This is an optimization exercise on Yosys and OpenROAD, whose aim is small area, not a production implementation.
Function was checked by simulation only, so behaviour that the tests miss may differ from the original.
No activity file was given, so power comes from the tool's default toggle rates.

### flow/constraint.sdc
create_clock -name core_clock -period 10.0 [get_ports {clk_8_3mhz}]
set_input_delay 2.0000 -clock core_clock [delete_from_list [all_inputs] [get_ports {clk_8_3mhz}]]
set_output_delay 2.0000 -clock core_clock [all_outputs]
set_load 0.01 [all_outputs]
### flow/design.v
module mdio_responder #(
  parameter int          PREAMBLE_MIN = 32,
  parameter logic [15:0] PHY_ID1      = 16'h0141,
  parameter logic [15:0] PHY_ID2      = 16'h0CC2,
  parameter bit          BCAST_EN     = 1'b1
) (
  input  logic        clk_8_3mhz,
  input  logic        reset_n,
  input  logic [4:0]  phy_addr,
  input  logic        mdio_in,
  output logic        mdio_out,
  output logic        mdio_oe,
  input  logic        host_wr_en,
  input  logic [4:0]  host_wr_addr,
  input  logic [15:0] host_wr_data,
  input  logic [4:0]  host_rd_addr,
  output logic [15:0] host_rd_data,
  output logic        mgmt_wr_strobe,
  output logic [4:0]  mgmt_wr_addr,
  output logic [15:0] mgmt_wr_data,
  output logic        mgmt_rd_strobe,
  output logic        frame_err
);
  localparam int PW = $clog2(PREAMBLE_MIN + 1);
  typedef enum logic [2:0] {IDLE, START, OP, PHYAD, REGAD, TA, DATA, IGNORE} state_t;
  state_t        state;
  logic [PW-1:0] pre;
  logic [4:0]    cnt;
  logic [4:0]    regad;
  logic [15:0]   sh;
  logic          op_hi;
  logic          rd;
  logic          drive;
  logic [15:0]   regs [32];
  logic [4:0]    pa_next;
  logic [4:0]    ra_next;
  logic [15:0]   wd_next;
  function automatic logic is_id(input logic [4:0] a);
    is_id = a == 5'd2 || a == 5'd3;
  endfunction
  function automatic logic [15:0] rf(input logic [4:0] a);
    rf = a == 5'd2 ? PHY_ID1 : a == 5'd3 ? PHY_ID2 : regs[a];
  endfunction
  assign host_rd_data = rf(host_rd_addr);
  assign pa_next = {sh[3:0], mdio_in};
  assign ra_next = {regad[3:0], mdio_in};
  assign wd_next = {sh[14:0], mdio_in};
  assign drive   = rd && (state == DATA || (state == TA && cnt[0]));
  always_ff @(posedge clk_8_3mhz) begin
    if (!reset_n) begin
      state          <= IDLE;
      pre            <= '0;
      cnt            <= '0;
      regad          <= '0;
      sh             <= '0;
      op_hi          <= 1'b0;
      rd             <= 1'b0;
      mgmt_wr_strobe <= 1'b0;
      mgmt_wr_addr   <= '0;
      mgmt_wr_data   <= '0;
      mgmt_rd_strobe <= 1'b0;
      frame_err      <= 1'b0;
      for (int i = 0; i < 32; i++) regs[i] <= '0;
    end else begin
      mgmt_wr_strobe <= 1'b0;
      mgmt_rd_strobe <= 1'b0;
      frame_err      <= 1'b0;
      if (host_wr_en && !is_id(host_wr_addr)) regs[host_wr_addr] <= host_wr_data;
      case (state)
        IDLE: begin
          if (mdio_in) pre <= (pre == PW'(PREAMBLE_MIN)) ? pre : pre + 1'b1;
          else begin
            if (pre >= PW'(PREAMBLE_MIN)) state <= START;
            pre <= '0;
          end
        end
        START: begin
          state     <= mdio_in ? OP : IDLE;
          frame_err <= !mdio_in;
          cnt       <= '0;
        end
        OP: begin
          if (!cnt[0]) begin
            op_hi <= mdio_in;
            cnt   <= 5'd1;
          end else if (op_hi != mdio_in) begin
            rd    <= op_hi;
            state <= PHYAD;
            cnt   <= '0;
          end else begin
            frame_err <= 1'b1;
            state     <= IGNORE;
            cnt       <= 5'd27;
          end
        end
        PHYAD: begin
          sh <= wd_next;
          if (cnt == 5'd4) begin
            if (pa_next == phy_addr || (BCAST_EN && pa_next == 5'd0 && !rd)) begin
              state <= REGAD;
              cnt   <= '0;
            end else begin
              state <= IGNORE;
              cnt   <= 5'd22;
            end
          end else cnt <= cnt + 1'b1;
        end
        REGAD: begin
          regad <= ra_next;
          if (cnt == 5'd4) begin
            state <= TA;
            cnt   <= '0;
            if (rd) begin
              sh             <= rf(ra_next);
              mgmt_rd_strobe <= 1'b1;
            end
          end else cnt <= cnt + 1'b1;
        end
        TA: begin
          state <= cnt[0] ? DATA : TA;
          cnt   <= cnt[0] ? 5'd0 : 5'd1;
        end
        DATA: begin
          if (!rd) sh <= wd_next;
          if (cnt == 5'd15) begin
            state <= IDLE;
            cnt   <= '0;
            if (!rd && !is_id(regad)) begin
              regs[regad]    <= wd_next;
              mgmt_wr_strobe <= 1'b1;
              mgmt_wr_addr   <= regad;
              mgmt_wr_data   <= wd_next;
            end
          end else cnt <= cnt + 1'b1;
        end
        IGNORE: begin
          state <= cnt == 5'd0 ? IDLE : IGNORE;
          cnt   <= cnt == 5'd0 ? 5'd0 : cnt - 1'b1;
        end
      endcase
    end
  end
  always_ff @(negedge clk_8_3mhz) begin
    if (!reset_n) begin
      mdio_oe  <= 1'b0;
      mdio_out <= 1'b1;
    end else begin
      mdio_oe  <= drive;
      mdio_out <= drive ? (state == DATA && sh[~cnt[3:0]]) : 1'b1;
    end
  end
endmodule
### flow/run.sh
#!/bin/bash
# synth_recipe.tcl (not shown) runs the flow's synth.tcl, then flattens the netlist and writes it again
# the make line also repeats each setting of config.mk as NAME=value (left out here)
make -C /OpenROAD-flow-scripts/flow DESIGN_CONFIG=/design/flow/config.mk WORK_HOME=/design/flow/orfs CLKGATE_MAP_FILE= SYNTH_SCRIPT=/design/flow/synth_recipe.tcl finish
### flow/config.mk
export PLATFORM = sky130hd
export DESIGN_NAME = mdio_responder
export DESIGN_NICKNAME = mdio_responder
export VERILOG_FILES = /design/flow/design.v
export SDC_FILE = /design/flow/constraint.sdc
export NUM_CORES = 4
export LEC_CHECK = 0
export CAP_MARGIN = 20
export CORE_MARGIN = 2
export CORE_UTILIZATION = 40
export SLEW_MARGIN = 20
==> results.txt <==
state kept, by name, summed over array words and instances, names as in the netlist:
name	flops
regs	510
rd	1
mdio_oe	1
mgmt_wr_addr	5
op_hi	1
mdio_out	1
frame_err	1
sh	16
cnt	5
regad	5
mgmt_wr_data	16
mgmt_wr_strobe	1
state	3
pre	6
mgmt_rd_strobe	1
kinds of logic (layout without fill, tap and decap cells):
| kind of cell | Yosys count | count (layout) | synth area share |
|---|---|---|---|
| other | 1 | 33 | 0.000109 |
| multiplexers | 334 | 334 | 0.193 |
| AND/OR/NAND/NOR | 1286 | 1286 | 0.157 |
| AO/OA/AOI/OAI | 699 | 699 | 0.113 |
| adder cells (fa/ha/maj) | 7 | 7 | 0.00254 |
| flip-flops | 573 | 573 | 0.482 |
| XOR/XNOR | 13 | 13 | 0.00331 |
| buffers and inverters | 396 | 340 | 0.0491 |
worst paths after layout:
path	from	endpoint	slack (ns)	cells after the start
max	mdio_out	mdio_out	1.54	1
max reg2reg	cnt[0]	mdio_out	2.90	4
min	mgmt_wr_data[3]	mgmt_wr_data[3]	0.48	1
min reg2reg	mgmt_wr_data[3]	mgmt_wr_data[3]	0.48	1
metrics by stage:
stage / instance area (um^2) / total power [uW] / worst slack [ns] / util / instances
2_1_floorplan: 34500 / 3160 / 2.29 / - / 3338
3_3_place_gp: 36200 / 3390 / 1.70 / 0.425 / 4311
3_5_place_dp: 36200 / 3400 / 1.70 / 0.425 / 4311
4_1_cts: 38400 / 5850 / 1.52 / 0.450 / 4426
5_1_grt: 38400 / 5980 / 1.48 / 0.450 / 4427
6_report: 38400 / 5870 / 1.54 / 0.450 / 4429
per-layer routing:
metal,routed length [um],global-route usage
met1,48600,0.390
met2,59400,0.453
met3,17100,0.0735
met4,6140,0.125
met5,10,0
synth_stat cells (all sizes together) (7+ instances only):
cell type     n  share of area
a221oi       12         0.0031
ha            7         0.0025
nor2b        15         0.0027
xnor2         8         0.0020
nand3        17         0.0025
nor4         12         0.0031
clkbuf      254          0.028
dfxtp        63          0.037
buf         123          0.019
and3          8         0.0015
inv          18         0.0020
nor2         66         0.0078
nor3         29         0.0062
nand2      1043           0.11
a22oi        17         0.0037
mux2         30         0.0098
and2         20         0.0036
a31oi        15         0.0027
or3          32         0.0058
nand2b       14         0.0025
o22ai        11         0.0020
o21ai       525          0.076
a21oi        40         0.0058
a22o         21         0.0053
edfxtp      510           0.44
mux4        262           0.17
mux2i        42          0.012
o211ai        7         0.0015
cell type report:
class	instances	area, um^2
multi-input cells	2369	16400
fillers	7766	46900
clock inverters	43	483
inverters	18	67.6
clock buffers	73	1690
flip-flops and latches	573	16600
repair buffers	206	1770
diodes	3	7.51
well taps	1144	1430
layout by cell type, fill, tap and decap left out, types with 6 or more instances in the layout:
cell,n
nand2_1,1043
edfxtp_1,510
o21ai_0,482
mux4_2,262
buf_4,129
clkdlybuf4s50_1,71
clkbuf_16,65
dfxtp_1,59
nor2_1,48
o21ai_1,43
mux2i_1,42
a21oi_1,40
mux2_2,30
conb_1,30
or3_1,27
a22o_1,21
and2_1,20
inv_1,18
nor2_2,18
nand3_1,17
nor3_1,17
a22oi_1,17
clkinv_2,17
nor2b_1,15
a31oi_1,15
nand2b_1,14
a221oi_1,12
o22ai_1,11
bufinv_16,10
and3_1,8
clkinv_1,8
xnor2_1,8
o211ai_1,7
ha_1,7
o221ai_1,6
nor3_2,6
nor3_4,6
power by group through the flow:
stage	registers [uW]	clock network, uW	logic [uW]
2_1_floorplan	2800	1.88	349
4_1_cts	2790	2500	565
3_5_place_dp	2840	1.88	563
6_report	2790	2500	578
5_1_grt	2800	2590	591
3_3_place_gp	2830	1.88	559
==> impl_metrics.csv <==
group,metric,value,unit
timing,rsz_0062_raised_after_global_routing,"no",
die,die_width,297,um
die,fp.coreArea,0.0853,mm^2
synthesis,syn-cell-area,0.0344,mm^2
hold_path,min_path_type,"reg -> reg",
cells_and_area,areaGrowthSynthToFinish,11.6,%
clocking,cts.reportedPaths.clkPinSlew,0.06,ns
synthesis,ffs_latches_synth,573,
worst_setup_path,worst_setup_path_start_kind,"register",
synthesis,syn_inst,3309,
clocking,post_cts.repair.setup_buffers,0,
routing,ant_nets,0,
die,initial_utilization,0.404,
die,std_cell_rows,107,
timing,final.setup_skew,0.0327,ns
power,pwr-share-clk,0.426,
clocking,cts.hold.buffers_added,0,
grt,grt_antenna_before_repair,3,
worst_setup_path,critical_path.max_fanout,1,
synthesis,postSynth.topFlopCell,"edfxtp_1",
worst_setup_path,crit_buf_inv,1,
routing,dr_total_vias,27900,
routing,drt_first_pass_iters,6,
grt,grt_max_degree,102,
timing,max-slew-margin-rel,0.183,
placed_design,placement.io_buffers,76,
die,ioPinCount,77,
routing,drt-total-wl,131,mm
grt,gr-total-overflow,0,
timing,setup_viol,0,
cells_and_area,post_route_cells_drive_above_1_share,0.179,
synthesis,synth_enable_flop_cells,510,
power,netSwitchingPower,1430,uW
worst_setup_path,timing.critical_path.to_type,"primary output",
grt,grt_first_pass_wirelength,188,mm
placed_design,post-dp-hpwl,80.2,mm
synthesis,async_reset_ff_frac,0,
routing,drt_first_iter_violations,4387,
power,share_seq_of_total_power,0.476,
worst_setup_path,critical-path-max-stage-delay,0.52,ns
clocking,worst_skew_pair_later_pin_latency,0.65,ns
timing,final_max_slew_viol_count,0,
status,status,"complete, no violations",
timing,timing.final.hold_violations,0,
synthesis,synth_seq_area_share,0.482,
worst_setup_path,critPathArrivalTime,6.46,ns
worst_setup_path,cpLargestDelayFamily,"buffers and inverters",
synthesis,yosys_warnings,1,
worst_setup_path,critical_path_cell_sequence,"clkdlybuf4s50_1",
power,leakagePower,0.0118,uW
synthesis,syn-mean-instance-area,10.4,um^2
power,power.share.combinational,0.099,
clocking,root_buffer,"clkbuf_16",
timing,hold-worst-slack,0.480,ns
worst_setup_path,critPathSlowestCell,"clkdlybuf4s50_1",
routing,routed_via_density,6.29,
clocking,ctsResizeCount,0,
clocking,max-clock-path-buffers,3,
power,power.switching_fraction,0.244,
synthesis,synth.lib_cells_used.distinct,77,
run,timing.max_cap.violations,0,
timing,setup_total_negative_slack,0,ns
grt,first_global_vias,26100,
placed_design,gpl.final_weighted_congestion,0.935,
worst_setup_path,timing_worst_setup_path_type,"reg -> out",
clocking,htree_levels,2,
grt,groute.usage.overall,0.292,
power,power.ir.vdd_worst,0.141,mV
clocking,cts_tree,"built",
cells_and_area,nNetsFinal,3273,
power,cellPowerDensity,153,mW/mm^2
routing,routed_wire_length_per_instance,29.6,um
clocking,cts.sinks,573,
clocking,cts_inserted_buffers,61,
worst_setup_path,critPathRequiredTime,8.00,ns
routing,route.detailed.drc,0,
timing,transition_time_of_the_tightest_slew_check_pin,1.23,ns
die,die_area,0.0884,mm^2
power,internal-power,4440,uW
die,chipHeight,297,um
